Context: an optimization exercise on an open-source flow, tuned for small area and few clock cycles per item. The choices shown serve that exercise and are no tape-out recipe.
Only simulation tests tie the RTL to the original design; equivalence was not proved.

==> v22: inputs <==
Design touch_joystick_mapper, start of the top module:
module touch_joystick_mapper (
  input  logic        clk,
  input  logic        rst_n,
  input  logic        in_valid,
  output logic        in_ready,
  input  logic        in_cmd,
  input  logic [11:0] in_touch_x,
  input  logic [11:0] in_touch_y,
  input  logic        cfg_valid,
  output logic        cfg_ready,
  input  logic [1:0]  cfg_addr,
  input  logic [14:0] cfg_data,
  output logic        out_valid,
  input  logic        out_ready,
  output logic [13:0] out_knob_x,
  output logic [13:0] out_knob_y,
  output logic [15:0] out_linear_cmd,
  output logic [15:0] out_angular_cmd,
  output logic        out_active
);
  logic [11:0] cx_r, cy_r;
  logic [10:0] r_eff;    
  logic [14:0] dz_r;
  logic        en;
  always_ff @(posedge clk) begin
    if (!rst_n) begin
      cx_r  <= 12'd2048;
      cy_r  <= 12'd2048;
      r_eff <= 11'd256;
      dz_r  <= 15'd1638;
    end else if (cfg_valid) begin
      case (cfg_addr)
        2'd0: cx_r <= cfg_data[11:0];
        2'd1: cy_r <= cfg_data[11:0];
        2'd2: r_eff <= (cfg_data[10:0] == 11'd0) ? 11'd1 : cfg_data[10:0];
        default: dz_r <= cfg_data;
      endcase
    end
  end
  logic [21:0] nR2;
  logic [10:0] nr_eff;
  wire  [21:0] r2c;
  always_ff @(posedge clk) nR2 <= ~r2c;
  always_ff @(posedge clk) nr_eff <= ~r_eff;
  assign cfg_ready = 1'b1;
  logic cfg_hold;
  always_ff @(posedge clk) cfg_hold <= !rst_n || cfg_valid;
  assign in_ready  = en && !cfg_hold;
  ...
Settings: LEC_CHECK=0, ABC_AREA=1, CAP_MARGIN=20, CORE_MARGIN=2, CORE_UTILIZATION=50, CTS_BUF_LIST=sky130_fd_sc_hd__clkbuf_8, CTS_CLUSTER_SIZE=30, SLEW_MARGIN=20; clock period 11.0 ns.
run.sh (not shown) runs the stock make flow with config.mk's settings and CLKGATE_MAP_FILE= SYNTH_SCRIPT=/design/flow/synth_recipe.tcl, a recipe that flattens the netlist after the stock synthesis.
==> v31: changes against v22 <==
CORE_UTILIZATION = 62   (was 50)
PLACE_DENSITY = 0.72   (was not set)
==> v20: changes against v22 <==
GPL_TIMING_DRIVEN = 0   (was not set)
==> comparison table <==
Result of the run: v20 complete, but fails checks; v31 timing/DRC/antenna clean; v22 timing/DRC/antenna clean
Reasons for failing layout checks: v20 setup timing; v31 -; v22 -
Number of antenna violations at the first check in global routing: v20 11; v31 14; v22 13
DR WL met2: v20 142 mm; v31 133 mm; v22 134 mm
Number of fill cells: v20 17800; v31 12800; v22 17900
Post-layout worst setup margin: v20 -0.0154 ns; v31 0.336 ns; v22 0.301 ns
Worst setup path startpoint: v20 nr_eff[0]$_DFF_P_; v31 rem_22__r9[5]$_DFFE_PN_; v22 rem_22__r9[2]$_DFFE_PN_
Final setup violation count: v20 3; v31 0; v22 0
Post-route insts no fill: v20 14600; v31 14100; v22 14600
Die span in y: v20 454 µm; v31 408 µm; v22 454 µm
Actual slew at the worst max-slew pin: v20 1.26 ns; v31 1.07 ns; v22 1.09 ns
Combined flip-flop and latch cell area: v20 28600 µm²; v31 28600 µm²; v22 28600 µm²
Pre-antenna DRT Iters: v20 6; v31 7; v22 5
Multi-input gate area in the final layout: v20 66800 µm²; v31 65300 µm²; v22 65300 µm²
Testbench counts of v22, summed over its fixed seeds: cycles 16,112, items 16,000.
Testbench counts of v31, summed over its fixed seeds: cycles 16,112, items 16,000.
Testbench counts of v20, summed over its fixed seeds: cycles 16,112, items 16,000.

* * *

==> cedar <==
Another version of the RTL of touch_joystick_mapper (not shown whole).
==> flow/config.mk <==
export PLATFORM = sky130hd
export DESIGN_NAME = touch_joystick_mapper
export DESIGN_NICKNAME = touch_joystick_mapper
export VERILOG_FILES = /design/flow/design.v
export SDC_FILE = /design/flow/constraint.sdc
export NUM_CORES = 4
export LEC_CHECK = 0
export ABC_AREA = 1
export CAP_MARGIN = 20
export CORE_MARGIN = 2
export CORE_UTILIZATION = 62
export CTS_BUF_LIST = sky130_fd_sc_hd__clkbuf_8
export CTS_CLUSTER_SIZE = 30
export PLACE_DENSITY = 0.72
export SLEW_MARGIN = 20
==> flow/constraint.sdc <==
create_clock -name core_clock -period 11.0 [get_ports {clk}]
set_input_delay 2.2000 -clock core_clock [delete_from_list [all_inputs] [get_ports {clk}]]
set_output_delay 2.2000 -clock core_clock [all_outputs]
set_load 0.01 [all_outputs]
==> pepper: changes against cedar <==
--- a/flow/design.v
+++ b/flow/design.v
@@ -3998,37 +3998,37 @@
   wire dv21_P43 = dv21_p[22] & dv21_P31;
   wire dv21_G44 = dv21_g0[24] | (dv21_p[24] & dv21_G24);
   wire dv21_P44 = dv21_p[24] & dv21_P24;
   wire [25:0] dv21_s = {dv21_p[25] ^ dv21_G44, dv21_p[24] ^ dv21_G24, dv21_p[23] ^ dv21_G43, dv21_p[22] ^ dv21_G31, dv21_p[21] ^ dv21_G42, dv21_p[20] ^ dv21_G26, dv21_p[19] ^ dv21_G41, dv21_p[18] ^ dv21_G30, dv21_p[17] ^ dv21_G40, dv21_p[16] ^ dv21_G23, dv21_p[15] ^ dv21_G39, dv21_p[14] ^ dv21_G29, dv21_p[13] ^ dv21_G38, dv21_p[12] ^ dv21_G25, dv21_p[11] ^ dv21_G37, dv21_p[10] ^ dv21_G28, dv21_p[9] ^ dv21_G36, dv21_p[8] ^ dv21_G20, dv21_p[7] ^ dv21_G35, dv21_p[6] ^ dv21_G27, dv21_p[5] ^ dv21_G34, dv21_p[4] ^ dv21_G14, dv21_p[3] ^ dv21_G33, dv21_p[2] ^ dv21_G1, dv21_p[1] ^ dv21_c0g, dv21_p[0] ^ 1'b1};
   wire dv21_co = dv21_G32;
   wire [24:0] rem_22 = dv21_co ? dv21_s[24:0] : dt_21[24:0];
   wire [21:0] lo_22 = {lo_21[20:0], dv21_co};
-  wire [0:0] nnz = ~(|rem_22);
-  wire [21:0] rlo = rem_22[21:0];
   logic v9;
   always_ff @(posedge clk) if (!rst_n) v9 <= 1'b0; else if (en) v9 <= v8;
-  logic [0:0] nnz__r9;
-  always_ff @(posedge clk) if (en) nnz__r9 <= nnz;
-  logic [21:0] rlo__r9;
-  always_ff @(posedge clk) if (en) rlo__r9 <= rlo;
+  logic [24:0] rem_22__r9;
+  always_ff @(posedge clk) if (en) rem_22__r9 <= rem_22;
   logic [21:0] lo_22__r9;
   always_ff @(posedge clk) if (en) lo_22__r9 <= lo_22;
+  logic [24:0] nDen__r9;
+  always_ff @(posedge clk) if (en) nDen__r9 <= nDen__r8;
   logic [0:0] clamp__r9;
   always_ff @(posedge clk) if (en) clamp__r9 <= clamp__r8;
   logic [0:0] sx__r9;
   always_ff @(posedge clk) if (en) sx__r9 <= sx__r8;
   logic [0:0] sy__r9;
   always_ff @(posedge clk) if (en) sy__r9 <= sy__r8;
   logic [0:0] rel__r9;
   always_ff @(posedge clk) if (en) rel__r9 <= rel__r8;
+  wire [0:0] nnz = ~(|rem_22__r9);
+  wire [21:0] rlo = rem_22__r9[21:0];
   wire [21:0] Mv = ~nR2;
   wire [21:0] nlo = ~lo_22__r9;
   wire [21:0] ny_p = Mv ^ nlo;
   wire [21:0] ny_g0 = Mv & nlo;
-  wire ny_c0g = ny_g0[0] | (ny_p[0] & nnz__r9);
+  wire ny_c0g = ny_g0[0] | (ny_p[0] & nnz);
   wire ny_G1 = ny_g0[1] | (ny_p[1] & ny_c0g);
   wire ny_P1 = ny_p[1] & ny_p[0];
   wire ny_G2 = ny_g0[3] | (ny_p[3] & ny_g0[2]);
   wire ny_P2 = ny_p[3] & ny_p[2];
   wire ny_G3 = ny_g0[5] | (ny_p[5] & ny_g0[4]);
   wire ny_P3 = ny_p[5] & ny_p[4];
   wire ny_G4 = ny_g0[7] | (ny_p[7] & ny_g0[6]);
@@ -4093,17 +4093,17 @@
   wire ny_P33 = ny_p[14] & ny_P24;
   wire ny_G34 = ny_g0[16] | (ny_p[16] & ny_G19);
   wire ny_P34 = ny_p[16] & ny_P19;
   wire ny_G35 = ny_g0[18] | (ny_p[18] & ny_G25);
   wire ny_P35 = ny_p[18] & ny_P25;
   wire ny_G36 = ny_g0[20] | (ny_p[20] & ny_G21);
   wire ny_P36 = ny_p[20] & ny_P21;
-  wire [21:0] ny_s = {ny_p[21] ^ ny_G36, ny_p[20] ^ ny_G21, ny_p[19] ^ ny_G35, ny_p[18] ^ ny_G25, ny_p[17] ^ ny_G34, ny_p[16] ^ ny_G19, ny_p[15] ^ ny_G33, ny_p[14] ^ ny_G24, ny_p[13] ^ ny_G32, ny_p[12] ^ ny_G20, ny_p[11] ^ ny_G31, ny_p[10] ^ ny_G23, ny_p[9] ^ ny_G30, ny_p[8] ^ ny_G17, ny_p[7] ^ ny_G29, ny_p[6] ^ ny_G22, ny_p[5] ^ ny_G28, ny_p[4] ^ ny_G12, ny_p[3] ^ ny_G27, ny_p[2] ^ ny_G1, ny_p[1] ^ ny_c0g, ny_p[0] ^ nnz__r9};
+  wire [21:0] ny_s = {ny_p[21] ^ ny_G36, ny_p[20] ^ ny_G21, ny_p[19] ^ ny_G35, ny_p[18] ^ ny_G25, ny_p[17] ^ ny_G34, ny_p[16] ^ ny_G19, ny_p[15] ^ ny_G33, ny_p[14] ^ ny_G24, ny_p[13] ^ ny_G32, ny_p[12] ^ ny_G20, ny_p[11] ^ ny_G31, ny_p[10] ^ ny_G23, ny_p[9] ^ ny_G30, ny_p[8] ^ ny_G17, ny_p[7] ^ ny_G29, ny_p[6] ^ ny_G22, ny_p[5] ^ ny_G28, ny_p[4] ^ ny_G12, ny_p[3] ^ ny_G27, ny_p[2] ^ ny_G1, ny_p[1] ^ ny_c0g, ny_p[0] ^ nnz};
   wire ny_co = ny_G26;
-  wire [21:0] Ny = clamp__r9 ? ny_s : rlo__r9;
+  wire [21:0] Ny = clamp__r9 ? ny_s : rlo;
   wire [21:0] Nx = lo_22__r9;
   wire [1:0] qxt_0 = Nx[21:20];
   wire [0:0] qxge_0 = |qxt_0;
   wire [1:0] qxrm_1 = {qxt_0[1] & qxt_0[0], qxt_0[1] & ~qxt_0[0]};
   wire [0:0] qxrt_1 = qxge_0;
   wire [19:0] qxrd_1 = Nx[19:0];
   wire [1:0] qyt_0 = Ny[21:20];
- CTS_BUF_LIST: sky130_fd_sc_hd__clkbuf_8 -> sky130_fd_sc_hd__clkbuf_8 sky130_fd_sc_hd__clkbuf_16
- CTS_CLUSTER_DIAMETER: default -> 70
- CTS_CLUSTER_SIZE: 30 -> 35
==> impl_results.md <==
* Outcome: timing/DRC/antenna clean
* Routed WL per cell at 18.12 um
* FMAX at 0.09662 GHz
* Chip height at 406.3 um
* Placed insts at 13,260
* Clock latency on the worst-skew pair at 0.74 ns
Source of the figures above: pepper

==> impl_results.md <==
* Clk_skew at 0.05139 ns
* Outcome: timing/DRC/antenna clean
* Chip height at 406.9 um
* Critical Path Source: nr_eff[0]$_DFF_P_
* FMAX at 0.09592 GHz
* Clock latency on the worst-skew pair at 0.97 ns
* Min Hold Slack at 0.4034 ns
* Crit. End Element: output pin
* Placed insts at 13,410
Source of the figures above: cedar

Testbench counts of cedar, summed over its fixed seeds: cycles 16,112, items 16,000.
Testbench counts of pepper, summed over its fixed seeds: cycles 16,112, items 16,000.

port drivers added, routing unchanged:
In the flow no input, the clock included, has a driving cell. The finished layouts below were timed again as built, in two steps.
Step 1: set_driving_cell puts a clkbuf_16 on clk and a buf_2 on each other input, an assumption about the parent block.
Step 2 times the ports against the registers' clock, not the clock port: input delays grow and output delays shrink by t, the midpoint of the rising clock arrivals with the driver on.
Slacks: ideal ports / drivers / drivers and shift; pairs: ideal ports / drivers.
| run | shift t [ns] | slack for setup (ns) | clock arrival spread, ns | worst register clock-pin slew, ns | cell pins on the clock port's net |
|---|---|---|---|---|---|
| v22 | 1.058 | 0.301 / 0.301 / 0.210 | 0.081 / 0.081 | 0.07 / 0.07 | 1 |
| v31 | 0.994 | 0.336 / 0.336 / 0.276 | 0.054 / 0.055 | 0.07 / 0.07 | 1 |
| v20 | 1.071 | -0.015 / -0.015 / -0.555 | 0.119 / 0.119 | 0.08 / 0.08 | 1 |
| cedar | 1.027 | 0.574 / 0.483 / 0.017 | 0.082 / 0.082 | 0.08 / 0.08 | 1 |
| pepper | 0.807 | 0.650 / 0.650 / 0.136 | 0.047 / 0.047 | 0.10 / 0.10 | 1 |
For cedar, which loses most, drivers alone change the setup slack by -0.091 ns; drivers and shift together by -0.557 ns.
